Context: an optimization exercise on an open-source flow, tuned for small area and a short achievable clock period. The choices shown serve that exercise and are no tape-out recipe.
Function was checked by simulation only, so behaviour that the tests miss may differ from the original.
Power is estimated from default activity; no workload was simulated.

## flow/design.v (module list and top-level ports; edited modules follow where they fit)
// module fpmul_prep: 22 lines
// module fpmul_tree_0: 2582 lines
// module fpmul_tree_1: 348 lines
// module fpmul_fa: 10 lines
// module fpmul_han: 9 lines
// module fpmul_xnor2: 7 lines
// module fpmul_or2: 7 lines
// module fpmul_cpa_lo: 14 lines
// module fpmul_normalize: 23 lines
// module fpmul_round: 50 lines
// module fpmul_top: 97 lines
module fpmul_top (
	input  logic                  clk,
	input  logic                  rst,
	input  logic                  in_valid,
	input  logic [31:0]           a,
	input  logic [31:0]           b,
	output logic                  out_valid,
	output fpmul_pkg::fpmul_out_t out
);
  // ...
==> flow/run.sh <==
#!/bin/bash
# synth_recipe.tcl (not shown) runs the flow's synth.tcl, then flattens the netlist and writes it again
# the make line also repeats each setting of config.mk as NAME=value (left out here)
make -C /OpenROAD-flow-scripts/flow DESIGN_CONFIG=/design/flow/config.mk WORK_HOME=/design/flow/orfs CLKGATE_MAP_FILE= SYNTH_SCRIPT=/design/flow/synth_recipe.tcl finish
==> flow/config.mk <==
export PLATFORM = sky130hd
export DESIGN_NAME = fpmul_top
export DESIGN_NICKNAME = fpmul_top
export VERILOG_FILES = /design/flow/design.v
export SDC_FILE = /design/flow/constraint.sdc
export NUM_CORES = 4
export LEC_CHECK = 0
export CAP_MARGIN = 20
export CORE_MARGIN = 2
export CORE_UTILIZATION = 40
export SETUP_SLACK_MARGIN = 4.5
export SLEW_MARGIN = 20
export SYNTH_HIERARCHICAL = 1
export SYNTH_MINIMUM_KEEP_SIZE = 0
==> flow/constraint.sdc <==
create_clock -name core_clock -period 7.5 [get_ports {clk}]
set_input_delay 1.5000 -clock core_clock [delete_from_list [all_inputs] [get_ports {clk}]]
set_output_delay 1.5000 -clock core_clock [all_outputs]
set_load 0.01 [all_outputs]
==> notes.md, run 1 <==
RUN STATUS
-------------------------------------------------------------------------------
Outcome                                        no timing/DRC/antenna violations

PLACE
-------------------------------------------------------------------------------
Number of input and output port buffers inserted                            103
Global placer's final weighted congestion                                 0.890

CELLS AND AREA
-------------------------------------------------------------------------------
Fraction of final layout cells sized beyond drive strength 1             0.0889
Number of non-clock inverters in the layout                                 128
Total of fill cells in the finished design                                 6514
Sequential cell area                                               0.00764 sq mm
Biggest regs                                                       r2_mid (152), r5_out (36)
Most common cell after layout, fill and taps aside                      nand2_1

POWER AND IR DROP
-------------------------------------------------------------------------------
Switching share of total power                                            0.415
Clock Power                                                           0.00245 W
Register share of total power                                             0.242
Sequential logic power                                                0.00321 W

STA
-------------------------------------------------------------------------------
Total of endpoints with negative setup slack in the final report              0
Hold Slack                                                               323 ps

CTS
-------------------------------------------------------------------------------
Cell at the root of the clock tree                                    clkbuf_16
Post-CTS setup repair buffer count                                            4
Clock Latency Late Sink                                                  610 ps
Count of H-tree levels built during CTS                                       2
Total clock buffers created by CTS                                           46

GRT
-------------------------------------------------------------------------------
Met3 global-route usage                                                  0.0521
Total overflow reported by the global router                                  0
Met1 Track Usage GR                                                       0.262
Global-route usage over all layers                                        0.196

SYNTHESIS
-------------------------------------------------------------------------------
Most common cell in the netlist                                         nand2_1
Dominant combinational cell family by area after synthesis          adder cells
Fraction of registers with async set/reset                                    0
Synth Area in Adders                                                      0.393
Number of warning messages in the yosys log                                   8
Share of synthesized cell area in and, or, nand and nor gates             0.133

WORST SETUP PATH
-------------------------------------------------------------------------------
Worst setup EP type                                                   flip-flop
Launching instance or port of the critical path                       r2_mid[7]
Largest stage delay on the critical path                                 560 ps

ROUTE
-------------------------------------------------------------------------------
Avg WL per Cell                                                         20.0 um

MIN PATH
-------------------------------------------------------------------------------
Min-Delay Path Class                                               flip-flop to flip-flop

FLOORPLANNING
-------------------------------------------------------------------------------
Height of the die                                                        269 um

==> inputs of run 2 (changes only) <==
--- a/flow/config.mk
+++ b/flow/config.mk
@@ -9,5 +9,5 @@
 export CORE_MARGIN = 2
 export CORE_UTILIZATION = 40
-export SETUP_SLACK_MARGIN = 4.5
+export SETUP_SLACK_MARGIN = 4.4
 export SLEW_MARGIN = 20
 export SYNTH_HIERARCHICAL = 1
==> run 2 against run 1 <==
Synthesized cell count stayed put. Via count hardly changed. First-iteration DRC count is 8.2% higher. Register-to-register slack hardly changed. Sequential power hardly changed. Cell area is 0.75% lower. Flip-flop and latch count stayed put. Fmax is 0.39% higher. Setup slack better by 12 ps. Clock-buffer cell count stayed put. Synthesized area stayed put. Largest power group unchanged. Highest routed layer unchanged.
==> notes.md, run 2 <==
STA
--------------------------------------------------------------------------------
Transition time of the tightest slew-check pin                            965 ps
Headroom to the max-slew limit                                             0.351
Total count of max-transition violations in the final report                   0
Upper clock frequency limit                                              314 MHz
Fin crit share                                                             0.425
Total Neg Setup Slack                                                       0 ps
Unrepaired setup endpoints after global routing                             true
Worst Skew                                                               46.4 ps
Number of hold violations in the final report                                  0
Fin crit period                                                          3190 ps
Total of endpoints with negative setup slack in the final report               0   unchanged

SYNTHESIS
--------------------------------------------------------------------------------
Number of warning messages in the yosys log                                    8   unchanged
Post-synth design cell area                                         0.0280 sq mm
Post-Synthesis Mean Instance Area                                     10.8 sq um
Yosys cell types                                                              82
Fraction of post-synthesis cell area in the top cell type by area          0.352
Main area contributors after synthesis                              fa_1 (35%), dfxtp_1 (27%), nand2_1 (8.5%), buf_4 (6.7%), ha_1 (4.1%)
Part of the Yosys area used for sequential elements                        0.272
Most common cell in the netlist                                          nand2_1
Syn Inst Count                                                              2604
Number of synthesized flops with an enable pin                                 0
List of most frequent post-synthesis cells                          nand2_1 (637), fa_1 (493), dfxtp_1 (380), buf_4 (250), inv_1 (126)
Largest area contributor in the netlist                                     fa_1
Fraction of registers with async set/reset                                     0   unchanged
Seq cells post-synth                                                         380
Most used flip-flop cell after synthesis                                 dfxtp_1

POWER AND IR DROP
--------------------------------------------------------------------------------
Worst vdd ir                                                          0.000362 V
Register share of total power                                              0.244   +0.002
Switching share of total power                                             0.415   -0.000780
Int Power                                                              0.00771 W
Leak pwr                                                                 11.4 nW
Clock network fraction of total power                                      0.186
Switching component of the power                                       0.00546 W
Power density relative to cell area                                  445 mW/mm^2
Comb power frac                                                            0.570

GRT
--------------------------------------------------------------------------------
Global-route usage over all layers                                         0.195   about the same
Number of global-route vias before repair                                  19391
Antenna violations before repair                                               2
Largest net degree at the start of global routing                             26
Global-route wire length before repair                                 108000 um
Total overflow reported by the global router                                   0   unchanged

ROUTE
--------------------------------------------------------------------------------
Via count                                                                  17472
Vias per cell                                                               5.10
First-pass DRT Iterations                                                      6
Total DRC errors in the routed layout                                          0
WL final                                                                68400 um
Drt first-iter violations                                                   1470
Avg WL per Cell                                                          20.0 um   -0.37%
Antenna Violating Nets Remaining                                               0

FLOORPLANNING
--------------------------------------------------------------------------------
Area of the die                                                     0.0722 sq mm
Total number of placement rows                                                97
Area inside the core boundary                                       0.0697 sq mm
Initial cell density of the core                                           0.402
Die Span X                                                                269 um
Number of primary I/O pins                                                   104
Height of the die                                                         269 um   unchanged

WORST SETUP PATH
--------------------------------------------------------------------------------
Crit-path max FO                                                               4
Worst setup EP type                                                    flip-flop
Setup CP Type                                                       flip-flop to flip-flop
Kind of launch point of the worst setup path                           flip-flop
Worst setup slack for register-to-register paths                         4310 ps
Worst path arrival time                                                  3640 ps
WP data required                                                         7950 ps

CTS
--------------------------------------------------------------------------------
Total clock buffers created by CTS                                            46   unchanged
Number of sinks on the clock net                                             380
Cell at the root of the clock tree                                     clkbuf_16
CTS tree                                                                     yes
Hold bufs inserted after CTS                                                   0
Maximum clock path buffer count                                                3
Clock Latency Late Sink                                                   610 ps   about the same
Clock-pin slew on the worst setup and hold paths                           60 ps
Count of H-tree levels built during CTS                                        2   unchanged

PLACE
--------------------------------------------------------------------------------
Placed Area                                                         0.0275 sq mm
HPWL after detailed placement                                           46900 um
Global placer's final weighted congestion                                  0.890   unchanged
Number of input and output port buffers inserted                             103   unchanged

JOB
--------------------------------------------------------------------------------
# Max-Cap Violations                                                           0

CELLS AND AREA
--------------------------------------------------------------------------------
Most used cells in the layout excluding fill and tap cells          nand2_1 (637), fa_1 (486), dfxtp_1 (369)
Number of flip-flops under the largest register name                         152
Fraction of final layout cells sized beyond drive strength 1              0.0849   -0.00402
Synth-to-Final Area Change                                                 5.50%
Reg with most FFs                                                         r2_mid
Biggest regs                                                        r2_mid (152), r5_out (36)
Cell area after layout                                              0.0296 sq mm
Most common cell after layout, fill and taps aside                       nand2_1
# nets final                                                                3099

RUN STATUS
--------------------------------------------------------------------------------
Outcome                                         no timing/DRC/antenna violations

MIN PATH
--------------------------------------------------------------------------------
Min-Delay Path Class                                                flip-flop to flip-flop

-- run 2: layout make-up --
cell class              count  area [sq um]
diodes                      1          2.50
clock buffers              50          1200
clock inverters            36           518
fillers                  6543         40100
inverters                 128           480
multi-input cells        1741         17100
flip-flops and latches    380          7640
well taps                 940          1180
repair buffers            151          1410
-- run 2: Yosys stat by module (local to each module, per instance), excerpt --
module	copies in the design	area (sq um)
fpmul_tree_1	1	724
fpmul_cpa_lo	1	1100
fpmul_top	1	7640
fpmul_tree_0	1	4380
fpmul_prep	1	643
fpmul_normalize	1	1970
fpmul_xnor2	16	8.76
fpmul_or2	16	6.26
fpmul_round	1	1500
fpmul_fa	490	20.0
-- run 2: stage by stage --
stage	cells	worst slack, ps	hold slack (ps)	util	power (W)
floorplan	2624	4510	310	-	0.00958
global placement	3330	4040	312	0.394	0.00978
detailed placement	3330	3980	312	0.394	0.00993
CTS	3419	4100	325	0.422	0.0130
global route	3427	4230	327	0.424	0.0143
finish	3427	4310	324	0.424	0.0132
-- run 2: worst paths after layout --
kind,start,to,depth (start not counted)
worst max-delay path,r2_mid[7],r3_lo_nz,9
worst min-delay path,r2_mid[145],r3_cn[21],0
worst max register to register,r2_mid[7],r3_lo_nz,9
worst min register to register,r2_mid[145],r3_cn[21],0
-- run 2: routing by layer --
layer  up-vias  GRT usage  routed length, um
li1       7596          -                  -
met5         -          0                 13
met4         2     0.0784               2690
met1      8673      0.261              27900
met2       980      0.302              30500
met3       221     0.0524               7280
-- run 2: repair_timing --
item | 4_1_cts | 5_1_grt
setup endpoints to repair | 122 | 59
buffers inserted | 3 | 7
pin swaps | 18 | 20
resized for setup | 37 | 34
-- run 2: cells by family (layout without fill, tap and decap cells) --
| kind of cell | count (synthesis) | in the layout | synth area share |
|---|---|---|---|
| AO/OA/AOI/OAI | 166 | 166 | 0.0391 |
| XOR/XNOR | 87 | 87 | 0.0275 |
| adder cells (fa/ha/maj) | 584 | 584 | 0.393 |
| buffers and inverters | 503 | 365 | 0.128 |
| flip-flops | 380 | 380 | 0.272 |
| multiplexers | 20 | 20 | 0.00737 |
| other | 2 | 23 | 0.000268 |
| AND/OR/NAND/NOR | 862 | 862 | 0.133 |
-- run 2: power groups by stage --
stage	combinational, W	clock (W)	sequential, W
final	0.00751	0.00244	0.00321
after global routing	0.00837	0.00259	0.00329
after CTS	0.00727	0.00251	0.00322
after detailed placement	0.00667	0	0.00326
after global placement	0.00653	0	0.00325
after floorplan	0.00641	0	0.00318
-- run 2: worst max-delay path, stage by stage (launching register included) --
cell and delay (ps):
dfxtp_1 310, fa_1 450, fa_2 360, fa_2 350, inv_1 70, ha_2 310, xnor2_2 170, nor4_2 310
nand4_1 160, or4_4 560
==> inputs of run 3 (changes only) <==
--- a/flow/config.mk
+++ b/flow/config.mk
@@ -9,5 +9,5 @@
 export CORE_MARGIN = 2
 export CORE_UTILIZATION = 40
-export SETUP_SLACK_MARGIN = 4.4
+export SETUP_SLACK_MARGIN = 4.3
 export SLEW_MARGIN = 20
 export SYNTH_HIERARCHICAL = 1
==> run 3 against run 2 <==
Combinational power decreased by 2.7%. Setup slack got worse by 3.1 ps. Routed wire length decreased by 0.18%. Cell count about the same. Sequential share of layout area about the same. Synthesized cell count unchanged. Clock-buffer cell count unchanged. Flip-flop and latch count unchanged.
==> notes.md, run 3 <==
SYNTHESIS
--------------------------------------------------------------------------------
Yosys cell types                                                              82   unchanged
List of most frequent post-synthesis cells                          nand2_1 (637), fa_1 (493), dfxtp_1 (380), buf_4 (250), inv_1 (126)
Xor/xnor share of the synthesized area                                    0.0275   unchanged
Most used flip-flop cell after synthesis                                 dfxtp_1
Fraction of post-synthesis cell area in the top cell type by area          0.352   unchanged
Number of warning messages in the yosys log                                    8   unchanged
Post-synthesis mux area share                                            0.00737   unchanged
Largest area contributor in the netlist                                     fa_1
Most common cell in the netlist                                          nand2_1
Share of synthesized cell area in and, or, nand and nor gates              0.133   unchanged
Number of synthesized flops with an enable pin                                 0   unchanged
Part of the Yosys area used for sequential elements                        0.272   unchanged
Synth Area in Adders                                                       0.393   unchanged
Syn Inst Count                                                              2604   unchanged
Fraction of registers with async set/reset                                     0   unchanged
Synth Area in Compound Gates                                              0.0391   unchanged
Main area contributors after synthesis                              fa_1 (35%), dfxtp_1 (27%), nand2_1 (8.5%), buf_4 (6.7%), ha_1 (4.1%)
Post-synth design cell area                                         0.0280 sq mm   unchanged
Dominant combinational cell family by area after synthesis           adder cells
Seq cells post-synth                                                         380   unchanged
Post-Synthesis Mean Instance Area                                     10.8 sq um   unchanged

GRT
--------------------------------------------------------------------------------
Global-route usage over all layers                                         0.195   -0.000426
Global-route wire length before repair                                 108000 um   -0.21%
Antenna violations before repair                                               2   unchanged
Total overflow reported by the global router                                   0   unchanged
Largest net degree at the start of global routing                             26   unchanged
Number of global-route vias before repair                                  19341   -0.26%

PLACE
--------------------------------------------------------------------------------
Cell count after placement                                                  3330   unchanged
HPWL after detailed placement                                           46900 um   unchanged
Global placer's final weighted congestion                                  0.890   unchanged
Worst slack at placement                                                 3980 ps   unchanged
Number of input and output port buffers inserted                             103   unchanged

POWER AND IR DROP
--------------------------------------------------------------------------------
Int Power                                                              0.00758 W   -1.7%
Total power after layout                                                0.0130 W   -1.5%
Leak pwr                                                                 11.4 nW   -0.24%
Clock network fraction of total power                                      0.189   +0.003
Power density relative to cell area                                  440 mW/mm^2   -1.2%
Worst vdd ir                                                          0.000395 V   +9.0%
Register share of total power                                              0.248   +0.004
Comb power frac                                                            0.564   -0.006
Switching component of the power                                       0.00539 W   -1.2%
Switching share of total power                                             0.416   +0.00118

CELLS AND AREA
--------------------------------------------------------------------------------
# nets final                                                                3096   -0.097%
Sequential cell area                                                0.00762 sq mm   -0.21%
Biggest regs                                                        r2_mid (152), r5_out (36)
Fraction of final layout cells sized beyond drive strength 1              0.0797   -0.00513
Total of fill cells in the finished design                                  6546   +0.046%
Synth-to-Final Area Change                                                 5.17%
Most common cell after layout, fill and taps aside                       nand2_1
Multi-input combinational cell area                                 0.0171 sq mm   -0.19%
Most used cells in the layout excluding fill and tap cells          nand2_1 (637), fa_1 (490), dfxtp_1 (370)
Number of standard cells in the final layout excluding fillers              3424   -0.088%
Reg with most FFs                                                         r2_mid
Number of flip-flops under the largest register name                         152   unchanged

FLOORPLANNING
--------------------------------------------------------------------------------
Height of the die                                                         269 um   unchanged
Total number of placement rows                                                97   unchanged
Area inside the core boundary                                       0.0697 sq mm   unchanged
Number of primary I/O pins                                                   104   unchanged
Area of the die                                                     0.0722 sq mm   unchanged
Die Span X                                                                269 um   unchanged
Initial cell density of the core                                           0.402   unchanged

WORST SETUP PATH
--------------------------------------------------------------------------------
Worst path arrival time                                                  3640 ps   about the same
Launching instance or port of the critical path                       r2_mid[49]
Kind of cell with the highest combined delay on the critical path    adder cells
Highest-delay cell along the critical path                                  fa_1
Worst setup slack for register-to-register paths                         4310 ps   about the same
Reg-to-reg startpoint                                                 r2_mid[49]
Worst setup EP type                                                    flip-flop
Kind of launch point of the worst setup path                           flip-flop
Setup CP Type                                                       flip-flop to flip-flop
Worst path bufs/invs                                                           1   unchanged
Crit-path max FO                                                               4   unchanged
CP cell instances                                                   fa_1 -> fa_2 -> or2_4 -> inv_2 -> ha_4 -> xnor2_2 -> nor4_2 -> nand4_1 -> or4_4
WP data required                                                         7950 ps   about the same
Largest stage delay on the critical path                                  610 ps   +50 ps

STA
--------------------------------------------------------------------------------
Total count of max-transition violations in the final report                   0   unchanged
Hold Slack                                                                324 ps   -0.469 ps
Total of endpoints with negative setup slack in the final report               0   unchanged
Unrepaired setup endpoints after global routing                             true
Transition time of the tightest slew-check pin                            965 ps   -0.000358 ps
Worst Skew                                                               46.7 ps   +0.316 ps
Upper clock frequency limit                                              313 MHz   about the same
Fin crit period                                                          3190 ps   +3.14 ps
Final critical-path setup slack                                          4310 ps   -3.14 ps
Headroom to the max-slew limit                                             0.351   about the same
Fin crit share                                                             0.425   about the same
Total Neg Setup Slack                                                       0 ps   unchanged
Number of hold violations in the final report                                  0   unchanged

ROUTE
--------------------------------------------------------------------------------
Vias per cell                                                               5.09   -0.18%
First-pass DRT Iterations                                                      5   -1
Antenna Violating Nets Remaining                                               0   unchanged
Avg WL per Cell                                                          19.9 um   about the same
Via count                                                                  17426   -0.26%
Total DRC errors in the routed layout                                          0   unchanged
Drt first-iter violations                                                   1425   -3.1%
WL final                                                                68300 um   -0.18%

CTS
--------------------------------------------------------------------------------
Number of sinks on the clock net                                             380   unchanged
Clock-pin slew on the worst setup and hold paths                           70 ps   about the same
Count of H-tree levels built during CTS                                        2   unchanged
Total clock buffers created by CTS                                            46   unchanged
Clock Latency Late Sink                                                   610 ps   about the same
Cell at the root of the clock tree                                     clkbuf_16
CTS tree                                                                     yes
Hold bufs inserted after CTS                                                   0   unchanged
Maximum clock path buffer count                                                3   unchanged

MIN PATH
--------------------------------------------------------------------------------
Hold path startpoint                                                 r2_mid[145]
Min-Delay Path Class                                                flip-flop to flip-flop

JOB
--------------------------------------------------------------------------------
# Max-Cap Violations                                                           0   unchanged

RUN STATUS
--------------------------------------------------------------------------------
Outcome                                         no timing/DRC/antenna violations

run 3: cell counts after synthesis:
No cell type changed its count.
run 3: cell families after synthesis:
| family | Yosys count |
|---|---|
| compound gates | 166 |
| mux | 20 |
| other cells | 2 |
| simple gates | 862 |
| fa+ha+maj | 584 |
| buf+inv | 503 |
| flops | 380 |
| xor+xnor | 87 |
run 3: repair_timing:
action / in CTS / in global routing
gates cloned: 0 / 0
gates resized for setup: 27 / 22
pin swaps: 14 / 21
setup buffers: 1 / 6
endpoints found under the setup margin: 102 / 14
run 3: cell type report:
class | count | share of cell area
Multi-Input combinational cell | 1741 | 0.580
Sequential cell | 380 | 0.259
Timing Repair Buffer | 148 | 0.0465
Clock buffer | 50 | 0.0406
Tap cell | 940 | 0.0399
Clock inverter | 36 | 0.0176
Inverter | 128 | 0.0163
Antenna cell | 1 | 0.0000849
run 3: power by group through the flow:
stage | clock network, W | logic (W) | registers, W
2_1_floorplan | 0 | 0.00641 | 0.00318
3_3_place_gp | 0 | 0.00653 | 0.00325
3_5_place_dp | 0 | 0.00667 | 0.00326
4_1_cts | 0.00251 | 0.00710 | 0.00322
5_1_grt | 0.00259 | 0.00818 | 0.00329
6_report | 0.00245 | 0.00731 | 0.00321
run 3: Yosys stat by module (local to each module, per instance), excerpt:
module           cells inside  copies in the design  area, sq um  flops+latches
fpmul_cpa_lo              146                     1         1100              0
fpmul_fa                    1                   490         20.0              0
fpmul_normalize           304                     1         1970              0
fpmul_or2                   1                    16         6.26              0
fpmul_prep                 87                     1          643              0
fpmul_round               238                     1         1500              0
fpmul_top                 386                     1         7640            380
fpmul_tree_0              824                     1         4380              0
fpmul_tree_1               97                     1          724              0
fpmul_xnor2                 1                    16         8.76              0
run 3: stage by stage:
step                area (sq um)  utilization
floorplan                  28100            -
global placement           27500        0.394
detailed placement         27500        0.394
CTS                        29300        0.421
global route               29500        0.423
finish                     29500        0.423
run 3: routing by layer:
| metal | part of all wire | routed length [um] | GRT usage | up-vias |
|---|---|---|---|---|
| li1 | - | - | - | 7586 |
| met3 | 0.10 | 7150 | 0.0524 | 241 |
| met2 | 0.44 | 30400 | 0.301 | 969 |
| met5 | 0.00019 | 13 | 0 | - |
| met4 | 0.041 | 2770 | 0.0784 | 2 |
| met1 | 0.41 | 28000 | 0.261 | 8628 |
run 3: final timing paths:
check / cells after the start / to
setup reg to reg: 9 / r3_lo_nz
setup / recovery: 9 / r3_lo_nz
hold / removal: 0 / r3_cn[21]
hold reg to reg: 0 / r3_cn[21]
==> module fpmul_normalize, before the edit <==
module fpmul_normalize (
	input  logic [25:0] sn,
	input  logic [25:0] cn,
	input  logic        cin,        
	input  logic        lo_nz,      
	output logic        top,        
	output logic [22:0] man,        
	output logic        round_up,
	output logic        carry,      
	output logic        inexact
);
	logic [25:0] hi;   
	logic        lsb, guard, sticky;
	assign hi     = ~sn + ~cn + 26'(cin);
	assign top    = hi[25];
	assign man    = top ? hi[24:2] : hi[23:1];
	assign lsb    = top ? hi[2] : hi[1];
	assign guard  = top ? hi[1] : hi[0];
	assign sticky = top ? (hi[0] | lo_nz) : lo_nz;
	assign round_up = guard & (sticky | lsb);
	assign carry    = round_up & (&man);
	assign inexact  = guard | sticky;
endmodule
==> module fpmul_round, before the edit <==
module fpmul_round (
	input  logic              sign,
	input  logic signed [9:0] exp,        
	input  logic              nan,
	input  logic              inf,
	input  logic              zero,
	input  logic              top,        
	input  logic [22:0]       man,
	input  logic              round_up,
	input  logic              carry,      
	input  logic              inexact,
	output fpmul_pkg::fpmul_out_t res
);
	logic [22:0]       man_rnd;
	logic signed [9:0] e1, e2;
	logic [7:0]        exp_out;
	logic              ovf, unf;
	assign man_rnd = man + 23'(round_up);
	assign e1      = exp + 10'sd1;
	assign e2      = exp + 10'sd2;
	always_comb begin
		case ({top, carry})
			2'b00:   begin exp_out = exp[7:0]; ovf = (exp >= 10'sd255); unf = (exp <= 10'sd0); end
			2'b11:   begin exp_out = e2[7:0];  ovf = (e2 >= 10'sd255);  unf = (e2 <= 10'sd0);  end
			default: begin exp_out = e1[7:0];  ovf = (e1 >= 10'sd255);  unf = (e1 <= 10'sd0);  end
		endcase
	end
	always_comb begin
		res.flags = '0;
		if (nan) begin
			res.result        = fpmul_pkg::qnan;
			res.flags.invalid = 1'b1;
		end else if (inf) begin
			res.result = {sign, 8'hff, 23'b0};
		end else if (zero) begin
			res.result = {sign, 31'b0};
		end else if (ovf) begin
			res.result         = {sign, 8'hff, 23'b0};
			res.flags.overflow = 1'b1;
			res.flags.inexact  = 1'b1;
		end else if (unf) begin
			res.result          = {sign, 31'b0};
			res.flags.underflow = 1'b1;
			res.flags.inexact   = 1'b1;
		end else begin
			res.result        = {sign, exp_out, man_rnd[22:0]};
			res.flags.inexact = inexact;
		end
	end
endmodule
==> module fpmul_top, before the edit <==
module fpmul_top (
	input  logic                  clk,
	input  logic                  rst,
	input  logic                  in_valid,
	input  logic [31:0]           a,
	input  logic [31:0]           b,
	output logic                  out_valid,
	output fpmul_pkg::fpmul_out_t out
);
	localparam int MID_W = 152;   
	logic [4:0] valid;   
	fpmul_pkg::info_t  p_info, r2_info, r3_info, r4_info;
	logic [31:0]       r1_a, r1_b;
	logic [MID_W-1:0]  t_mid, r2_mid;
	logic [47:0]       t_sn, t_cn;       
	logic              l_cout, l_nz;
	logic [25:0]       r3_sn, r3_cn;
	logic              r3_cin, r3_lo_nz;
	logic              n_top, n_round_up, n_carry, n_inexact;
	logic [22:0]       n_man;
	logic              r4_top, r4_round_up, r4_carry, r4_inexact;
	logic [22:0]       r4_man;
	fpmul_pkg::fpmul_out_t rnd, r5_out;
	fpmul_prep i_prep (
		.a    (r1_a),
		.b    (r1_b),
		.sign (p_info.sign),
		.exp  (p_info.exp),
		.nan  (p_info.nan),
		.inf  (p_info.inf),
		.zero (p_info.zero)
	);
	fpmul_tree_0 i_tree_0 (
		.x  ({1'b1, r1_a[22:0]}),   
		.y  ({1'b1, r1_b[22:0]}),
		.mo (t_mid)
	);
	fpmul_tree_1 i_tree_1 (
		.mi (r2_mid),
		.sn (t_sn),
		.cn (t_cn)
	);
	fpmul_cpa_lo i_cpa_lo (
		.sn    (t_sn[21:0]),
		.cn    (t_cn[21:0]),
		.cout  (l_cout),
		.lo_nz (l_nz)
	);
	fpmul_normalize i_normalize (
		.sn       (r3_sn),
		.cn       (r3_cn),
		.cin      (r3_cin),
		.lo_nz    (r3_lo_nz),
		.top      (n_top),
		.man      (n_man),
		.round_up (n_round_up),
		.carry    (n_carry),
		.inexact  (n_inexact)
	);
	fpmul_round i_round (
		.sign     (r4_info.sign),
		.exp      (r4_info.exp),
		.nan      (r4_info.nan),
		.inf      (r4_info.inf),
		.zero     (r4_info.zero),
		.top      (r4_top),
		.man      (r4_man),
		.round_up (r4_round_up),
		.carry    (r4_carry),
		.inexact  (r4_inexact),
		.res      (rnd)
	);
	always_ff @(posedge clk) begin
		if (rst) valid <= '0;
		else     valid <= {valid[3:0], in_valid};
	end
	always_ff @(posedge clk) begin
		r1_a        <= a;
		r1_b        <= b;
		r2_mid      <= t_mid;
		r2_info     <= p_info;
		r3_sn       <= t_sn[47:22];
		r3_cn       <= t_cn[47:22];
		r3_cin      <= l_cout;
		r3_lo_nz    <= l_nz;
		r3_info     <= r2_info;
		r4_top      <= n_top;
		r4_man      <= n_man;
		r4_round_up <= n_round_up;
		r4_carry    <= n_carry;
		r4_inexact  <= n_inexact;
		r4_info     <= r3_info;
		r5_out      <= rnd;
	end
	assign out_valid = valid[4];
	assign out       = r5_out;
endmodule
==> inputs of run 4 (changes only) <==
--- a/flow/design.v
+++ b/flow/design.v
@@ -3065,19 +3065,13 @@
 	output logic        top,        
 	output logic [22:0] man,        
-	output logic        round_up,
-	output logic        carry,      
-	output logic        inexact
+	output logic        guard,
+	output logic        sticky
 );
 	logic [25:0] hi;   
-	logic        lsb, guard, sticky;
 	assign hi     = ~sn + ~cn + 26'(cin);
 	assign top    = hi[25];
 	assign man    = top ? hi[24:2] : hi[23:1];
-	assign lsb    = top ? hi[2] : hi[1];
 	assign guard  = top ? hi[1] : hi[0];
 	assign sticky = top ? (hi[0] | lo_nz) : lo_nz;
-	assign round_up = guard & (sticky | lsb);
-	assign carry    = round_up & (&man);
-	assign inexact  = guard | sticky;
 endmodule
 `timescale 1ns/10ps
@@ -3090,14 +3084,17 @@
 	input  logic              top,        
 	input  logic [22:0]       man,
-	input  logic              round_up,
-	input  logic              carry,      
-	input  logic              inexact,
+	input  logic              guard,
+	input  logic              sticky,
 	output fpmul_pkg::fpmul_out_t res
 );
+	logic              round_up;
+	logic              carry;     
 	logic [22:0]       man_rnd;
 	logic signed [9:0] e1, e2;
 	logic [7:0]        exp_out;
 	logic              ovf, unf;
-	assign man_rnd = man + 23'(round_up);
+	assign round_up = guard & (sticky | man[0]);
+	assign carry    = round_up & (&man);
+	assign man_rnd  = man + 23'(round_up);
 	assign e1      = exp + 10'sd1;
 	assign e2      = exp + 10'sd2;
@@ -3128,5 +3125,5 @@
 		end else begin
 			res.result        = {sign, exp_out, man_rnd[22:0]};
-			res.flags.inexact = inexact;
+			res.flags.inexact = guard | sticky;
 		end
 	end
@@ -3151,7 +3148,7 @@
 	logic [25:0]       r3_sn, r3_cn;
 	logic              r3_cin, r3_lo_nz;
-	logic              n_top, n_round_up, n_carry, n_inexact;
+	logic              n_top, n_guard, n_sticky;
 	logic [22:0]       n_man;
-	logic              r4_top, r4_round_up, r4_carry, r4_inexact;
+	logic              r4_top, r4_guard, r4_sticky;
 	logic [22:0]       r4_man;
 	fpmul_pkg::fpmul_out_t rnd, r5_out;
@@ -3188,7 +3185,6 @@
 		.top      (n_top),
 		.man      (n_man),
-		.round_up (n_round_up),
-		.carry    (n_carry),
-		.inexact  (n_inexact)
+		.guard    (n_guard),
+		.sticky   (n_sticky)
 	);
 	fpmul_round i_round (
@@ -3200,7 +3196,6 @@
 		.top      (r4_top),
 		.man      (r4_man),
-		.round_up (r4_round_up),
-		.carry    (r4_carry),
-		.inexact  (r4_inexact),
+		.guard    (r4_guard),
+		.sticky   (r4_sticky),
 		.res      (rnd)
 	);
@@ -3221,7 +3216,6 @@
 		r4_top      <= n_top;
 		r4_man      <= n_man;
-		r4_round_up <= n_round_up;
-		r4_carry    <= n_carry;
-		r4_inexact  <= n_inexact;
+		r4_guard    <= n_guard;
+		r4_sticky   <= n_sticky;
 		r4_info     <= r3_info;
 		r5_out      <= rnd;
==> run 4 against run 3 <==
Non-clock buffer count up 11. Sequential power about the same. First-iteration DRC count fell by 3.4%. Register-to-register slack improved by 60 ps. Die area down 0.92%.
==> notes.md, run 4 <==
RUN STATUS
--------------------------------------------------------------------------------
Outcome                                         no timing/DRC/antenna violations

POWER AND IR DROP
--------------------------------------------------------------------------------
Power density relative to cell area                                  409 mW/mm^2   -7.1%
Leak pwr                                                                 11.2 nW   -1.6%
Worst vdd ir                                                          0.000392 V   -0.80%
Total power after layout                                                0.0119 W   -8.0%

STA
--------------------------------------------------------------------------------
Total of endpoints with negative setup slack in the final report               0   unchanged
Transition time of the tightest slew-check pin                            783 ps   -181 ps
Number of hold violations in the final report                                  0   unchanged
Unrepaired setup endpoints after global routing                             true
Headroom to the max-slew limit                                             0.476   +0.125
Fin crit share                                                             0.418   -0.00781
Total Neg Setup Slack                                                       0 ps   unchanged
Total count of max-transition violations in the final report                   0   unchanged
Fin crit period                                                          3130 ps   -58.6 ps
Worst Skew                                                               31.5 ps   -15.2 ps
Upper clock frequency limit                                              319 MHz   +1.9%
Hold Slack                                                                305 ps   -19.0 ps

GRT
--------------------------------------------------------------------------------
Global-route usage over all layers                                         0.201   +0.00614
Number of global-route vias before repair                                  19563   +1.1%
Antenna violations before repair                                               0   -2
Largest net degree at the start of global routing                             26   unchanged
Global-route wire length before repair                                 110000 um   +2.0%
Total overflow reported by the global router                                   0   unchanged

CTS
--------------------------------------------------------------------------------
Hold bufs inserted after CTS                                                   0   unchanged
Clock Latency Late Sink                                                   590 ps   -20 ps
Count of H-tree levels built during CTS                                        2   unchanged
CTS tree                                                                     yes
Total clock buffers created by CTS                                            43   -6.5%
Number of sinks on the clock net                                             379   -0.26%
Maximum clock path buffer count                                                3   unchanged
Cell at the root of the clock tree                                     clkbuf_16
Clock-pin slew on the worst setup and hold paths                           70 ps   about the same

WORST SETUP PATH
--------------------------------------------------------------------------------
Kind of cell with the highest combined delay on the critical path    adder cells
Dominant cell type by count on the critical path                            fa_1
Kind of launch point of the worst setup path                           flip-flop
Worst setup EP type                                                    flip-flop
Setup CP Type                                                       flip-flop to flip-flop
Largest stage delay on the critical path                                  820 ps   +210 ps
Reg-to-reg startpoint                                                   r1_b[21]
WP data required                                                         7950 ps   about the same
Highest-delay cell along the critical path                               dfxtp_2
Worst setup slack for register-to-register paths                         4370 ps   +60 ps
RR Endpoint                                                           r2_mid[69]
Number of cells traversed by the worst register-to-register path               5   -4
Crit-path max FO                                                              25   +21
CP cell instances                                                   nand2_1 -> fa_1 -> fa_1 -> fa_1 -> fa_1
Worst path bufs/invs                                                           0   -1
Worst path arrival time                                                  3580 ps   -60 ps

ROUTE
--------------------------------------------------------------------------------
Via count                                                                  17346   -0.46%
Avg WL per Cell                                                          20.8 um   +4.2%
First-pass DRT Iterations                                                      6   +1
Total DRC errors in the routed layout                                          0   unchanged
Vias per cell                                                               5.15   +1.2%
Drt first-iter violations                                                   1377   -3.4%
WL final                                                                70000 um   +2.5%
Antenna Violating Nets Remaining                                               0   unchanged

MIN PATH
--------------------------------------------------------------------------------
Hold path startpoint                                                 r2_mid[148]
Min-Delay Endpoint                                                     r3_sn[23]
Min-Delay Path Class                                                flip-flop to flip-flop
Hold Crit Depth                                                                0   unchanged

SYNTHESIS
--------------------------------------------------------------------------------
Seq cells post-synth                                                         379   -0.26%
Yosys cell types                                                              78   -4.9%
Most common cell in the netlist                                          nand2_1
Largest area contributor in the netlist                                     fa_1
Fraction of registers with async set/reset                                     0   unchanged
Syn Inst Count                                                              2540   -2.5%
Post-Synthesis Mean Instance Area                                     10.9 sq um   +1.6%
Number of synthesized flops with an enable pin                                 0   unchanged
List of most frequent post-synthesis cells                          nand2_1 (614), fa_1 (493), dfxtp_1 (379), buf_4 (253), inv_1 (116)
Number of warning messages in the yosys log                                    8   unchanged
Fraction of post-synthesis cell area in the top cell type by area          0.356   +0.00334
Post-synth design cell area                                         0.0277 sq mm   -0.94%
Most used flip-flop cell after synthesis                                 dfxtp_1
Main area contributors after synthesis                              fa_1 (36%), dfxtp_1 (27%), nand2_1 (8.3%), buf_4 (6.8%), ha_1 (4.1%)
Part of the Yosys area used for sequential elements                        0.273   +0.00185

CELLS AND AREA
--------------------------------------------------------------------------------
Most common cell after layout, fill and taps aside                       nand2_1
Biggest regs                                                        r2_mid (152), r5_out (36)
Synth-to-Final Area Change                                                 5.12%   about the same
Antenna fix cells                                                              0   -1
Most used cells in the layout excluding fill and tap cells          nand2_1 (614), fa_1 (488), dfxtp_1 (372)
Reg with most FFs                                                         r2_mid
Fraction of final layout cells sized beyond drive strength 1              0.0800   +0.000274
Number of flip-flops under the largest register name                         152   unchanged
# nets final                                                                3055   -1.3%
Layout Utilization                                                         0.425   +0.00242
Cell area after layout                                              0.0292 sq mm   -0.99%

PLACE
--------------------------------------------------------------------------------
Global placer's final weighted congestion                                  0.849   -4.5%
Number of input and output port buffers inserted                             103   unchanged
HPWL after detailed placement                                           46900 um   about the same
Placed Area                                                         0.0273 sq mm   -0.61%

FLOORPLANNING
--------------------------------------------------------------------------------
Area inside the core boundary                                       0.0686 sq mm   -1.5%
Area of the die                                                     0.0715 sq mm   -0.92%
Initial cell density of the core                                           0.405   +0.00249
Number of primary I/O pins                                                   104   unchanged
Height of the die                                                         267 um   -0.46%
Total number of placement rows                                                96   -1.0%
Die Span X                                                                267 um   -0.46%

JOB
--------------------------------------------------------------------------------
# Max-Cap Violations                                                           0   unchanged

[run 4: cell count changes after synthesis, sizes merged, moves of 7 or more]
cell    change
a21oi      -10
o211ai      -8
o311ai      -7
clkbuf      -9
inv        -11
nor2       +13
nand2      -24
mux2i      -11
mux2       +18
a21o        +7
[run 4: routing by layer]
metal / wire length, um / part of all wire / track usage / vias up
li1: - / - / - / 7385
met1: 27900 / 0.40 / 0.254 / 8799
met2: 32800 / 0.47 / 0.334 / 904
met3: 6430 / 0.092 / 0.0444 / 258
met4: 2850 / 0.041 / 0.0831 / 0
met5: 0 / 0 / 0.00139 / -
[run 4: cell families after synthesis]
group | count (synthesis) | synth area share
xor gates and xnor gates | 94 | 0.0303
adders and majority gates | 584 | 0.397
buffers and inverters | 478 | 0.125
other | 2 | 0.000271
AOI/OAI and AO/OA | 146 | 0.0366
DFF | 379 | 0.273
muxes | 27 | 0.0110
and+or+nand+nor | 830 | 0.126
[run 4: stage by stage]
step                      setup slack, ps  cells
after floorplan                      4420   2560
after global placement               3800   3273
after detailed placement             3600   3273
after CTS                            4300   3364
after global routing                 4280   3368
final                                4370   3368
[run 4: worst max-delay path by stage]
stage               start          to  depth (start not counted)
2_1_floorplan  r4_man[12]  r5_out[30]                         11
5_1_grt          r3_cn[0]  r4_man[17]                         11
4_1_cts           r1_b[9]  r2_mid[58]                          5
6_report         r1_b[21]  r2_mid[69]                          5
3_3_place_gp   r4_man[12]  r5_out[20]                         10
3_5_place_dp   r4_man[12]   r5_out[8]                         10
[run 4: timing repair]
item                                    CTS  global route
endpoints found under the hold margin     0             0
pin swaps                                 6            15
endpoints found under the setup margin   63            93
gates cloned                              2             0
gates resized for setup                  13            29
setup buffers                            11             4
[run 4: layout make-up]
cell class              instances  area [sq um]
fillers                      6358         39400
multi-input cells            1705         17000
flip-flops and latches        379          7610
repair buffers                159          1490
clock buffers                  61          1250
well taps                     931          1160
inverters                     116           435
clock inverters                17           221
[run 4: report_power, final]
| group | leakage [nW] | internal, W | switching [W] |
|---|---|---|---|
| sequential | 3.18 | 0.00280 | 0.000426 |
| combinational | 7.35 | 0.00307 | 0.00347 |
| clock | 0.699 | 0.00128 | 0.000884 |
[run 4: modules after synthesis (local to each module, per instance), excerpt]
module           flops+latches  copies in the design
fpmul_tree_1                 0                     1
fpmul_tree_0                 0                     1
fpmul_xnor2                  0                    16
fpmul_or2                    0                    16
fpmul_fa                     0                   490
fpmul_top                  379                     1
fpmul_cpa_lo                 0                     1
fpmul_prep                   0                     1
fpmul_normalize              0                     1
fpmul_round                  0                     1
[run 4: worst reg2reg max path, delay by kind of cell (launching register included)]
| kind | cells | cell delay (ps) |
|---|---|---|
| and+or+nand+nor | 1 | 180 |
| adders and majority gates | 4 | 2010 |
| DFF | 1 | 820 |
==> inputs of run 5 (changes only) <==
--- a/flow/config.mk
+++ b/flow/config.mk
@@ -9,5 +9,5 @@
 export CORE_MARGIN = 2
 export CORE_UTILIZATION = 40
-export SETUP_SLACK_MARGIN = 4.3
+export SETUP_SLACK_MARGIN = 4.0
 export SLEW_MARGIN = 20
 export SYNTH_HIERARCHICAL = 1
==> run 5 against run 4 <==
Flip-flop and latch count is the same. Cell count decreased by 0.18%. Hold slack worse by 0.69 ps. Fmax shrank 7.1%. Via count is 1.0% lower. Global-route usage is 0.066 points lower. Synthesized area stayed put. Clock-buffer cell count stayed put. Die area is the same. Largest power group unchanged.
==> notes.md, run 5 <==
WORST SETUP PATH
--------------------------------------------------------------------------------
Highest-delay cell along the critical path                                 or4_1
Reg-to-reg startpoint                                                 r4_man[12]
Largest stage delay on the critical path                                  610 ps   -210 ps
Kind of cell with the highest combined delay on the critical path   simple AND/OR/NAND/NOR gates
WP data required                                                         7970 ps   +20 ps
Kind of launch point of the worst setup path                           flip-flop
Worst setup EP type                                                    flip-flop
CP cell instances                                                   and3_1 -> and3_1 -> and4_1 -> nand3_1 -> or4_1 -> ha_4 -> nor4b_1 -> a211oi_4 -> nor2b_1 -> a31o_2
Worst path arrival time                                                  3850 ps   +270 ps
Setup CP Type                                                       flip-flop to flip-flop
Dominant cell type by count on the critical path                          and3_1
Crit-path max FO                                                              11   -56%
Worst path bufs/invs                                                           0   unchanged
Launching instance or port of the critical path                       r4_man[12]

SYNTHESIS
--------------------------------------------------------------------------------
Largest area contributor in the netlist                                     fa_1
Post-synth design cell area                                         0.0277 sq mm   unchanged
List of most frequent post-synthesis cells                          nand2_1 (614), fa_1 (493), dfxtp_1 (379), buf_4 (253), inv_1 (116)
Post-Synthesis Mean Instance Area                                     10.9 sq um   unchanged
Syn Inst Count                                                              2540   unchanged
Number of warning messages in the yosys log                                    8   unchanged
Fraction of registers with async set/reset                                     0   unchanged
Number of synthesized flops with an enable pin                                 0   unchanged
Yosys cell types                                                              78   unchanged
Most used flip-flop cell after synthesis                                 dfxtp_1
Main area contributors after synthesis                              fa_1 (36%), dfxtp_1 (27%), nand2_1 (8.3%), buf_4 (6.8%), ha_1 (4.1%)
Fraction of post-synthesis cell area in the top cell type by area          0.356   unchanged
Part of the Yosys area used for sequential elements                        0.273   unchanged
Most common cell in the netlist                                          nand2_1
Seq cells post-synth                                                         379   unchanged

PLACE
--------------------------------------------------------------------------------
Worst slack at placement                                                 3600 ps   unchanged
HPWL after detailed placement                                           46900 um   unchanged
Number of input and output port buffers inserted                             103   unchanged
Global placer's final weighted congestion                                  0.849   unchanged
Cell count after placement                                                  3273   unchanged

CELLS AND AREA
--------------------------------------------------------------------------------
Number of flip-flops under the largest register name                         152   unchanged
Reg with most FFs                                                         r2_mid
Antenna fix cells                                                              0   unchanged
Multi-input combinational cell area                                 0.0168 sq mm   -0.93%
Biggest regs                                                        r2_mid (152), r5_out (36)
Synth-to-Final Area Change                                                 4.35%
Most common cell after layout, fill and taps aside                       nand2_1
Sequential cell area                                                0.00759 sq mm   -0.16%
Most used cells in the layout excluding fill and tap cells          nand2_1 (614), fa_1 (493), dfxtp_1 (374)
Total of fill cells in the finished design                                  6372   +0.22%
Number of standard cells in the final layout excluding fillers              3362   -0.18%
Fraction of final layout cells sized beyond drive strength 1              0.0662   -0.0138
# nets final                                                                3049   -0.20%

POWER AND IR DROP
--------------------------------------------------------------------------------
Power density relative to cell area                                  401 mW/mm^2   -1.9%
Worst vdd ir                                                          0.000396 V   +1.3%
Leak pwr                                                                 11.2 nW   -0.53%
Total power after layout                                                0.0116 W   -2.6%

RUN STATUS
--------------------------------------------------------------------------------
Outcome                                         no timing/DRC/antenna violations

FLOORPLANNING
--------------------------------------------------------------------------------
Initial cell density of the core                                           0.405   unchanged
Die Span X                                                                267 um   unchanged
Area inside the core boundary                                       0.0686 sq mm   unchanged
Height of the die                                                         267 um   unchanged
Number of primary I/O pins                                                   104   unchanged
Area of the die                                                     0.0715 sq mm   unchanged
Total number of placement rows                                                96   unchanged

CTS
--------------------------------------------------------------------------------
Maximum clock path buffer count                                                3   unchanged
CTS tree                                                                     yes
Clock Latency Late Sink                                                   590 ps   about the same
Total clock buffers created by CTS                                            43   unchanged
Clock-pin slew on the worst setup and hold paths                           60 ps   about the same
Number of sinks on the clock net                                             379   unchanged
Cell at the root of the clock tree                                     clkbuf_16
Hold bufs inserted after CTS                                                   0   unchanged
Count of H-tree levels built during CTS                                        2   unchanged

GRT
--------------------------------------------------------------------------------
Number of global-route vias before repair                                  19497   -0.34%
Largest net degree at the start of global routing                             26   unchanged
Antenna violations before repair                                               0   unchanged
Global-route wire length before repair                                 110000 um   -0.31%
Total overflow reported by the global router                                   0   unchanged
Global-route usage over all layers                                         0.201   -0.000658

STA
--------------------------------------------------------------------------------
Unrepaired setup endpoints after global routing                            false
Final critical-path setup slack                                          4130 ps   -241 ps
Headroom to the max-slew limit                                             0.365   -0.111
Number of hold violations in the final report                                  0   unchanged
Fin crit period                                                          3370 ps   +241 ps
Fin crit share                                                             0.450   +0.0321
Upper clock frequency limit                                              297 MHz   -7.1%
Total count of max-transition violations in the final report                   0   unchanged
Total of endpoints with negative setup slack in the final report               0   unchanged
Total Neg Setup Slack                                                       0 ps   unchanged
Transition time of the tightest slew-check pin                            953 ps   +170 ps
Worst Skew                                                               30.2 ps   -1.34 ps

ROUTE
--------------------------------------------------------------------------------
Vias per cell                                                               5.11   -0.84%
Total DRC errors in the routed layout                                          0   unchanged
Drt first-iter violations                                                   1317   -4.4%
Avg WL per Cell                                                          20.7 um   -0.44%
WL final                                                                69500 um   -0.62%
First-pass DRT Iterations                                                      6   unchanged
Via count                                                                  17169   -1.0%
Antenna Violating Nets Remaining                                               0   unchanged

JOB
--------------------------------------------------------------------------------
# Max-Cap Violations                                                           0   unchanged

MIN PATH
--------------------------------------------------------------------------------
Hold path startpoint                                                 r2_mid[148]
Min-Delay Path Class                                                flip-flop to flip-flop

[run 5: cell types whose count changed in the layout (fill, tap and decap cells not counted), moves of 4 or more]
cell | before | now
ha_4 | 6 | 2
buf_4 | 52 | 46
xnor2_1 | 56 | 61
ha_1 | 84 | 89
xnor2_2 | 5 | 0
fa_2 | 5 | 0
fa_1 | 488 | 493
dfxtp_4 | 4 | 0
[run 5: per-stage QoR]
stage / util / cell area (sq um) / hold WS, ps
global route: 0.422 / 29000 / 307
detailed placement: 0.398 / 27300 / 312
floorplan: - / 27800 / 310
CTS: 0.421 / 28800 / 303
global placement: 0.398 / 27300 / 310
finish: 0.422 / 29000 / 304
[run 5: logic make-up (layout without fill, tap and decap cells)]
kind of cell	count (synthesis)	count (layout)	synth area share
AOI/OAI and AO/OA	146	146	0.0366
buffers and inverters	478	347	0.125
other	2	22	0.000271
adders and majority gates	584	584	0.397
and+or+nand+nor	830	831	0.126
DFF	379	379	0.273
muxes	27	27	0.0110
xor gates and xnor gates	94	95	0.0303
[run 5: Yosys stat by module, one instance, submodules excluded, a selection]
module,cells inside,times used
fpmul_tree_0,824,1
fpmul_fa,1,490
fpmul_top,385,1
fpmul_cpa_lo,146,1
fpmul_prep,87,1
fpmul_xnor2,1,16
fpmul_normalize,242,1
fpmul_or2,1,16
fpmul_round,237,1
fpmul_tree_1,97,1
[run 5: repair_timing]
| item | CTS | global route |
|---|---|---|
| setup endpoints to repair | 49 | 55 |
| pin swaps | 0 | 5 |
| cloned | 2 | 0 |
| buffers inserted | 3 | 6 |
| gates resized for setup | 2 | 6 |
[run 5: power breakdown]
group | total [W] | leakage [nW] | internal, W | switching, W
clock network | 0.00217 | 0.699 | 0.00128 | 0.000889
registers | 0.00323 | 3.18 | 0.00280 | 0.000423
logic | 0.00623 | 7.29 | 0.00286 | 0.00337
[run 5: layout make-up]
type / count / area share
Inverter: 116 / 0.0150
Timing Repair Buffer: 153 / 0.0499
Clock inverter: 17 / 0.00765
Tap cell: 931 / 0.0402
Clock buffer: 61 / 0.0433
Multi-Input combinational cell: 1705 / 0.582
Sequential cell: 379 / 0.262
[run 5: path summary, 6_finish.rpt]
path	end	slack [ps]	cells past startpoint
max	r5_out[26]	4130	10
min	r3_sn[23]	300	0
max reg2reg	r5_out[26]	4130	10
min reg2reg	r3_sn[23]	300	0
[run 5: metal layers]
| layer | up-vias | global-route usage | wire (um) |
|---|---|---|---|
| met4 | 0 | 0.0838 | 2740 |
| met3 | 230 | 0.0443 | 6150 |
| li1 | 7371 | - | - |
| met2 | 875 | 0.332 | 32700 |
| met5 | - | 0.00139 | 0 |
| met1 | 8693 | 0.254 | 27900 |
==> inputs of run 6 (changes only) <==
--- a/flow/config.mk
+++ b/flow/config.mk
@@ -9,5 +9,5 @@
 export CORE_MARGIN = 2
 export CORE_UTILIZATION = 40
-export SETUP_SLACK_MARGIN = 4.0
+export SETUP_SLACK_MARGIN = 4.5
 export SLEW_MARGIN = 20
 export SYNTH_HIERARCHICAL = 1
==> run 6 against run 5 <==
Non-clock buffer count up 34. Global-route usage fell by 0.14 points. Register-to-register slack improved by 350 ps. Total power rose by 8.8%. Core utilization grew 1.6 points. Via count is 1.6% higher. Cell area grew 3.7%. Routed wire length increased by 1.3%. Cell count increased by 1.1%. Synthesized area did not move. Combinational power rose by 15%. Fmax rose by 11%. Largest cell class unchanged.
==> notes.md, run 6 <==
RUN STATUS
--------------------------------------------------------------------------------
Outcome                                         no timing/DRC/antenna violations

GRT
--------------------------------------------------------------------------------
Global-route wire length before repair                                 109000 um   -0.73%
Grt peak-use layer                                                          met2
Global-route usage over all layers                                         0.199   -0.00141
Met1 Track Usage GR                                                        0.256   +0.00279
Largest net degree at the start of global routing                             26   unchanged
Number of global-route vias before repair                                  19502   +0.026%
Met2 track utilization from global routing                                 0.324   -0.00758
Total overflow reported by the global router                                   0   unchanged
Met3 global-route usage                                                   0.0471   +0.00276
Antenna violations before repair                                               1   +1

CTS
--------------------------------------------------------------------------------
Clock Latency Late Sink                                                   600 ps   about the same
Maximum clock path buffer count                                                3   unchanged
CTS tree                                                                     yes
Number of sinks on the clock net                                             379   unchanged
Total clock buffers created by CTS                                            44   +2.3%
Count of H-tree levels built during CTS                                        2   unchanged
Cell at the root of the clock tree                                     clkbuf_16
Hold bufs inserted after CTS                                                   0   unchanged
Clock-pin slew on the worst setup and hold paths                           60 ps   about the same

PLACE
--------------------------------------------------------------------------------
Worst slack at placement                                                 3550 ps   -51.6 ps
HPWL after detailed placement                                           46500 um   -0.73%
Cell count after placement                                                  3273   unchanged
Number of input and output port buffers inserted                             103   unchanged
Global placer's final weighted congestion                                  0.830   -2.2%
Placed Area                                                         0.0273 sq mm   about the same

POWER AND IR DROP
--------------------------------------------------------------------------------
Power density relative to cell area                                  421 mW/mm^2   +4.9%
Worst vdd ir                                                          0.000335 V   -16%
Leak pwr                                                                 11.6 nW   +4.3%

SYNTHESIS
--------------------------------------------------------------------------------
Number of synthesized flops with an enable pin                                 0   unchanged
Yosys cell types                                                              78   unchanged
Post-Synthesis Mean Instance Area                                     10.9 sq um   unchanged
Largest area contributor in the netlist                                     fa_1
Seq cells post-synth                                                         379   unchanged
Part of the Yosys area used for sequential elements                        0.273   unchanged
List of most frequent post-synthesis cells                          nand2_1 (614), fa_1 (493), dfxtp_1 (379), buf_4 (253), inv_1 (116)
Post-synth design cell area                                         0.0277 sq mm   unchanged
Main area contributors after synthesis                              fa_1 (36%), dfxtp_1 (27%), nand2_1 (8.3%), buf_4 (6.8%), ha_1 (4.1%)
Most used flip-flop cell after synthesis                                 dfxtp_1
Fraction of post-synthesis cell area in the top cell type by area          0.356   unchanged
Most common cell in the netlist                                          nand2_1
Syn Inst Count                                                              2540   unchanged
Number of warning messages in the yosys log                                    8   unchanged
Fraction of registers with async set/reset                                     0   unchanged

WORST SETUP PATH
--------------------------------------------------------------------------------
Largest stage delay on the critical path                                  480 ps   -130 ps
Kind of launch point of the worst setup path                           flip-flop
Worst path arrival time                                                  3490 ps   -360 ps
Setup CP Type                                                       flip-flop to flip-flop
WP data required                                                         7960 ps   about the same
Crit-path max FO                                                               5   -6
Highest-delay cell along the critical path                                 or4_4
Dominant cell type by count on the critical path                          and3_4
Worst setup EP type                                                    flip-flop
CP cell instances                                                   and3_4 -> and3_4 -> and4_4 -> nand3_2 -> or4_4 -> inv_4 -> ha_4 -> and3b_1 -> nand4_1 -> a32oi_4 -> nand3b_1 -> clkbuf_16 -> nor2_4

JOB
--------------------------------------------------------------------------------
# Max-Cap Violations                                                           0   unchanged

ROUTE
--------------------------------------------------------------------------------
Antenna Violating Nets Remaining                                               0   unchanged
WL final                                                                70400 um   +1.3%
Vias per cell                                                               5.13   +0.51%
Avg WL per Cell                                                          20.7 um   +0.18%
Via count                                                                  17442   +1.6%
Total DRC errors in the routed layout                                          0   unchanged
Drt first-iter violations                                                   1207   -8.4%
First-pass DRT Iterations                                                      8   +2

FLOORPLANNING
--------------------------------------------------------------------------------
Initial cell density of the core                                           0.405   unchanged
Total number of placement rows                                                96   unchanged
Height of the die                                                         267 um   unchanged
Area of the die                                                     0.0715 sq mm   unchanged
Die Span X                                                                267 um   unchanged
Number of primary I/O pins                                                   104   unchanged
Area inside the core boundary                                       0.0686 sq mm   unchanged

STA
--------------------------------------------------------------------------------
Number of hold violations in the final report                                  0   unchanged
Fin crit share                                                             0.403   -0.0463
Upper clock frequency limit                                              331 MHz   +11%
Total count of max-transition violations in the final report                   0   unchanged
Total of endpoints with negative setup slack in the final report               0   unchanged
Fin crit period                                                          3030 ps   -347 ps
Headroom to the max-slew limit                                             0.439   +0.0742
Unrepaired setup endpoints after global routing                             true
Transition time of the tightest slew-check pin                            839 ps   -114 ps
Total Neg Setup Slack                                                       0 ps   unchanged
Final critical-path setup slack                                          4470 ps   +347 ps
Worst Skew                                                               32.3 ps   +2.16 ps

CELLS AND AREA
--------------------------------------------------------------------------------
Number of standard cells in the final layout excluding fillers              3398   +1.1%
Sequential cell area                                                0.00763 sq mm   +0.44%
# nets final                                                                3084   +1.1%
Most common cell after layout, fill and taps aside                       nand2_1
Cell area after layout                                              0.0300 sq mm   +3.7%
Total of fill cells in the finished design                                  6271   -1.6%
Number of flip-flops under the largest register name                         152   unchanged
Most used cells in the layout excluding fill and tap cells          nand2_1 (614), fa_1 (485), dfxtp_1 (359)
Antenna fix cells                                                              0   unchanged
Synth-to-Final Area Change                                                 8.25%
Biggest regs                                                        r2_mid (152), r5_out (36)
Layout Utilization                                                         0.438   +0.0158
Fraction of final layout cells sized beyond drive strength 1               0.117   +0.0505
Multi-input combinational cell area                                 0.0173 sq mm   +2.9%
Reg with most FFs                                                         r2_mid

MIN PATH
--------------------------------------------------------------------------------
Min-Delay Path Class                                                flip-flop to flip-flop

## run 6: changes by cell type in the layout (fill, tap and decap cells not counted), sizes merged
| cell | before | now |
|---|---|---|
| bufinv | 3 | 6 |
| clkinv | 6 | 9 |
| clkbuf | 62 | 63 |
| clkinvlp | 7 | 2 |
| buf | 49 | 79 |
| clkdlybuf4s50 | 103 | 89 |
| inv | 117 | 121 |
| dlygate4sd2 | 0 | 10 |
| dlymetal6s2s | 0 | 4 |
## run 6: logic make-up after synthesis
logic type,synth area share
buffers and inverters,0.125
XOR/XNOR,0.0303
adder cells (fa/ha/maj),0.397
other,0.000271
flip-flops,0.273
AND/OR/NAND/NOR,0.126
multiplexers,0.0110
AO/OA/AOI/OAI,0.0366
## run 6: what timing repair did
item	in CTS	in global routing
pin swaps	39	34
gates cloned	2	2
setup endpoints to repair	145	94
buffers inserted	25	16
gates resized for setup	75	112
## run 6: worst paths after layout
path,from,to,slack [ps],cells past startpoint
worst max-delay path,r4_man[12],r5_out[22],4470,13
worst min-delay path,r3_info[10],r4_info[10],320,0
worst max register to register,r4_man[12],r5_out[22],4470,13
worst min register to register,r3_info[10],r4_info[10],320,0
## run 6: per-module statistics from Yosys (local to each module, per instance), excerpt
module	copies in the design	cells inside	cell area, sq um	flip-flops and latches
fpmul_fa	490	1	20.0	0
fpmul_round	1	237	1470	0
fpmul_tree_1	1	97	724	0
fpmul_prep	1	87	643	0
fpmul_top	1	385	7620	379
fpmul_normalize	1	242	1760	0
fpmul_tree_0	1	824	4380	0
fpmul_xnor2	16	1	8.76	0
## run 6: stage by stage
step / power, W / hold slack [ps]
floorplan: 0.00936 / 310
global placement: 0.00928 / 312
detailed placement: 0.00945 / 312
CTS: 0.0124 / 325
global route: 0.0137 / 329
finish: 0.0126 / 325
## run 6: final cells by class
type,instances,share of cell area
Clock buffer,58,0.0407
Multi-Input combinational cell,1705,0.577
Clock inverter,22,0.0103
Timing Repair Buffer,187,0.0646
Tap cell,931,0.0388
Sequential cell,379,0.254
Inverter,116,0.0146
## run 6: metal layers
metal	vias to the layer above	wire, um
li1	7437	-
met1	8778	27400
met2	998	33000
met3	227	7160
met4	2	2850
met5	-	13
## run 6: critical path: cells and delay by family, from the launching register on
kind	cells	cell delay (ps)
AO/OA/AOI/OAI	1	290
adder cells (fa/ha/maj)	1	150
buffers and inverters	2	300
flip-flops	1	370
AND/OR/NAND/NOR	9	1790
## run 6: where the power goes
| group | internal, W | switching, W |
|---|---|---|
| clock | 0.00137 | 0.000892 |
| combinational | 0.00348 | 0.00368 |
| sequential | 0.00281 | 0.000419 |
==> inputs of run 7 (changes only) <==
==> flow/flow/run.sh (new file) <==
#!/bin/bash
# The standard layout, with smaller port buffers: every input and output
# port still gets a buffer (buf_2 instead of the flow's default choice).
set -e
export BUFFER_PORTS_ARGS="-buffer_cell sky130_fd_sc_hd__buf_2"
cp standard.sh standard.sh.log
bash standard.sh > standard.log 2>&1
==> flow/standard.sh (new file) <==
#!/bin/bash
# synth_recipe.tcl (not shown) runs the flow's synth.tcl, then flattens the netlist and writes it again
# the make line also repeats each setting of config.mk as NAME=value (left out here)
make -C /OpenROAD-flow-scripts/flow DESIGN_CONFIG=/design/flow/config.mk WORK_HOME=/design/flow/orfs CLKGATE_MAP_FILE= SYNTH_SCRIPT=/design/flow/synth_recipe.tcl "${@:-finish}"
--- a/flow/config.mk
+++ b/flow/config.mk
@@ -9,5 +9,5 @@
 export CORE_MARGIN = 2
 export CORE_UTILIZATION = 40
-export SETUP_SLACK_MARGIN = 4.5
+export SETUP_SLACK_MARGIN = 4.3
 export SLEW_MARGIN = 20
 export SYNTH_HIERARCHICAL = 1
removed: flow/run.sh
==> run 7 against run 6 <==
Still clean. Sequential power about the same. Sequential share of layout area up 1.1 points. Hold slack worse by 9.3 ps. Critical path type unchanged. Largest cell class unchanged.
==> notes.md, run 7 <==
RUN STATUS
--------------------------------------------------------------------------------
Outcome                                         no timing/DRC/antenna violations

CELLS AND AREA
--------------------------------------------------------------------------------
Biggest regs                                                        r2_mid (152), r5_out (36)
Antenna fix cells                                                              0   unchanged
Fraction of final layout cells sized beyond drive strength 1               0.121   +0.00446
Reg with most FFs                                                         r2_mid
Number of standard cells in the final layout excluding fillers              3365   -0.97%
Most common cell after layout, fill and taps aside                       nand2_1
Synth-to-Final Area Change                                                 3.36%
Number of flip-flops under the largest register name                         152   unchanged
# nets final                                                                3052   -1.0%
Most used cells in the layout excluding fill and tap cells          nand2_1 (614), fa_1 (491), dfxtp_1 (372)

FLOORPLANNING
--------------------------------------------------------------------------------
Area inside the core boundary                                       0.0686 sq mm   unchanged
Initial cell density of the core                                           0.405   unchanged
Area of the die                                                     0.0715 sq mm   unchanged
Number of primary I/O pins                                                   104   unchanged
Total number of placement rows                                                96   unchanged
Die Span X                                                                267 um   unchanged
Height of the die                                                         267 um   unchanged

CTS
--------------------------------------------------------------------------------
Clock Latency Late Sink                                                   590 ps   about the same
Maximum clock path buffer count                                                3   unchanged
Count of H-tree levels built during CTS                                        2   unchanged
Clock-pin slew on the worst setup and hold paths                           60 ps   about the same
Total clock buffers created by CTS                                            43   -2.3%
Number of sinks on the clock net                                             379   unchanged
Cell at the root of the clock tree                                     clkbuf_16
CTS tree                                                                     yes

POWER AND IR DROP
--------------------------------------------------------------------------------
Power density relative to cell area                                  415 mW/mm^2   -1.5%
Leak pwr                                                                 11.3 nW   -3.0%
Switching component of the power                                       0.00479 W   -4.0%
Register share of total power                                              0.271   +0.015
Int Power                                                              0.00710 W   -7.3%
Switching share of total power                                             0.403   +0.00833
Clock network fraction of total power                                      0.188   +0.009
Worst vdd ir                                                          0.000392 V   +17%
Comb power frac                                                            0.541   -0.025

SYNTHESIS
--------------------------------------------------------------------------------
Seq cells post-synth                                                         379   unchanged
Number of warning messages in the yosys log                                    8   unchanged
Most used flip-flop cell after synthesis                                 dfxtp_1
Number of synthesized flops with an enable pin                                 0   unchanged
Yosys cell types                                                              78   unchanged
Fraction of post-synthesis cell area in the top cell type by area          0.356   unchanged
List of most frequent post-synthesis cells                          nand2_1 (614), fa_1 (493), dfxtp_1 (379), buf_4 (253), inv_1 (116)
Most common cell in the netlist                                          nand2_1
Largest area contributor in the netlist                                     fa_1
Fraction of registers with async set/reset                                     0   unchanged
Post-synth design cell area                                         0.0277 sq mm   unchanged
Syn Inst Count                                                              2540   unchanged
Main area contributors after synthesis                              fa_1 (36%), dfxtp_1 (27%), nand2_1 (8.3%), buf_4 (6.8%), ha_1 (4.1%)
Post-Synthesis Mean Instance Area                                     10.9 sq um   unchanged
Part of the Yosys area used for sequential elements                        0.273   unchanged

ROUTE
--------------------------------------------------------------------------------
First-pass DRT Iterations                                                      5   -3
Via count                                                                  17236   -1.2%
Avg WL per Cell                                                          20.4 um   -1.6%
Vias per cell                                                               5.12   -0.21%
Drt first-iter violations                                                   1252   +3.7%
Antenna Violating Nets Remaining                                               0   unchanged
WL final                                                                68600 um   -2.6%
Total DRC errors in the routed layout                                          0   unchanged

GRT
--------------------------------------------------------------------------------
Largest net degree at the start of global routing                             26   unchanged
Met1 Track Usage GR                                                        0.249   -0.00692
Met2 track utilization from global routing                                 0.325   +0.000421
Global-route usage over all layers                                         0.198   -0.00111
Met3 global-route usage                                                   0.0519   +0.00478
Grt peak-use layer                                                          met2
Antenna violations before repair                                               0   -1
Total overflow reported by the global router                                   0   unchanged
Number of global-route vias before repair                                  19305   -1.0%
Global-route wire length before repair                                 108000 um   -0.72%

WORST SETUP PATH
--------------------------------------------------------------------------------
Launching instance or port of the critical path                       r2_mid[41]
Setup CP Type                                                       flip-flop to flip-flop
Kind of launch point of the worst setup path                           flip-flop
Reg-to-reg startpoint                                                 r2_mid[41]
Worst path arrival time                                                  3620 ps   +130 ps
WP data required                                                         7960 ps   about the same
Worst setup EP type                                                    flip-flop
Crit-path max FO                                                               4   -1

PLACE
--------------------------------------------------------------------------------
Cell count after placement                                                  3273   unchanged
Number of input and output port buffers inserted                             103   unchanged
HPWL after detailed placement                                           46400 um   -0.26%
Global placer's final weighted congestion                                  0.883   +6.4%

STA
--------------------------------------------------------------------------------
Total count of max-transition violations in the final report                   0   unchanged
Unrepaired setup endpoints after global routing                             true
Transition time of the tightest slew-check pin                            797 ps   -42.0 ps
Total Neg Setup Slack                                                       0 ps   unchanged
Number of hold violations in the final report                                  0   unchanged
Headroom to the max-slew limit                                             0.467   +0.0281
Total of endpoints with negative setup slack in the final report               0   unchanged
Fin crit share                                                             0.421   +0.0174
Upper clock frequency limit                                              317 MHz   -4.1%
Worst Skew                                                               22.0 ps   -10.3 ps
Fin crit period                                                          3160 ps   +130 ps

MIN PATH
--------------------------------------------------------------------------------
Min-Delay Path Class                                                flip-flop to flip-flop
Hold path startpoint                                                  r3_info[0]

JOB
--------------------------------------------------------------------------------
# Max-Cap Violations                                                           0   unchanged

[run 7: final cells by class]
class,count,area (sq um)
clock buffers,52,1170
clock inverters,26,349
fillers,6422,39900
inverters,116,435
multi-input cells,1705,17000
flip-flops and latches,379,7600
well taps,931,1160
repair buffers,156,948
[run 7: through the flow]
stage	cell area (sq um)	worst slack, ps	total power (W)	hold slack, ps	util
after floorplan	27800	4420	0.00935	310	-
after global placement	26800	3790	0.00915	310	0.390
after detailed placement	26800	3660	0.00933	313	0.390
after CTS	28600	4300	0.0118	320	0.416
after global routing	28700	4260	0.0129	324	0.418
final	28700	4340	0.0119	315	0.418
[run 7: path summary, 6_finish.rpt]
check	to	slack [ps]	depth (start not counted)
worst max-delay path	r3_lo_nz	4340	9
worst min-delay path	r4_info[0]	320	0
worst max register to register	r3_lo_nz	4340	9
worst min register to register	r4_info[0]	320	0
[run 7: power by group through the flow]
stage	clock (W)	combinational, W	sequential, W
after global placement	0	0.00589	0.00327
final	0.00223	0.00643	0.00323
after CTS	0.00229	0.00630	0.00324
after floorplan	0	0.00617	0.00318
after global routing	0.00237	0.00726	0.00331
after detailed placement	0	0.00606	0.00328
[run 7: repair_timing]
| item | CTS | global route |
|---|---|---|
| endpoints found under the setup margin | 66 | 76 |
| setup buffers | 10 | 2 |
| hold buffers | 0 | 0 |
| pin swaps | 13 | 14 |
| resized for setup | 20 | 19 |
| gates cloned | 2 | 0 |
[run 7: critical path, stage by stage (launching register included)]
cell,delay (ps)
dfxtp_1,310
fa_1,570
fa_1,470
xnor2_2,260
inv_1,110
ha_4,300
xnor2_1,100
nor4_1,250
nand4_1,140
or4_1,530
[run 7: cells by family (layout without fill, tap and decap cells)]
logic type / after synthesis / in the layout / share of synthesized area
AOI/OAI and AO/OA: 146 / 146 / 0.0366
xor gates and xnor gates: 94 / 95 / 0.0303
adders and majority gates: 584 / 584 / 0.397
buffers and inverters: 478 / 350 / 0.125
DFF: 379 / 379 / 0.273
muxes: 27 / 27 / 0.0110
other: 2 / 22 / 0.000271
and+or+nand+nor: 830 / 831 / 0.126
[run 7: layer usage]
metal | up-vias | wire length, um
li1 | 7376 | -
met1 | 8721 | 26800
met2 | 911 | 32100
met3 | 228 | 6800
met4 | 0 | 2820
met5 | - | 0
[run 7: Yosys stat by module, one instance, submodules excluded, excerpt]
module | area [sq um] | cells inside | copies in the design | flops+latches
fpmul_prep | 643 | 87 | 1 | 0
fpmul_or2 | 6.26 | 1 | 16 | 0
fpmul_tree_0 | 4380 | 824 | 1 | 0
fpmul_fa | 20.0 | 1 | 490 | 0
fpmul_round | 1470 | 237 | 1 | 0
fpmul_top | 7620 | 385 | 1 | 379
fpmul_xnor2 | 8.76 | 1 | 16 | 0
fpmul_normalize | 1760 | 242 | 1 | 0
fpmul_cpa_lo | 1100 | 146 | 1 | 0
fpmul_tree_1 | 724 | 97 | 1 | 0

Check on run 7: ideal ports give 4.344 ns setup slack; a clkbuf_16 on the clock port and buf_2 on the inputs give 4.344 ns; moving port delays by the midpoint clock arrival (0.641 ns) as well gives 4.344 ns.
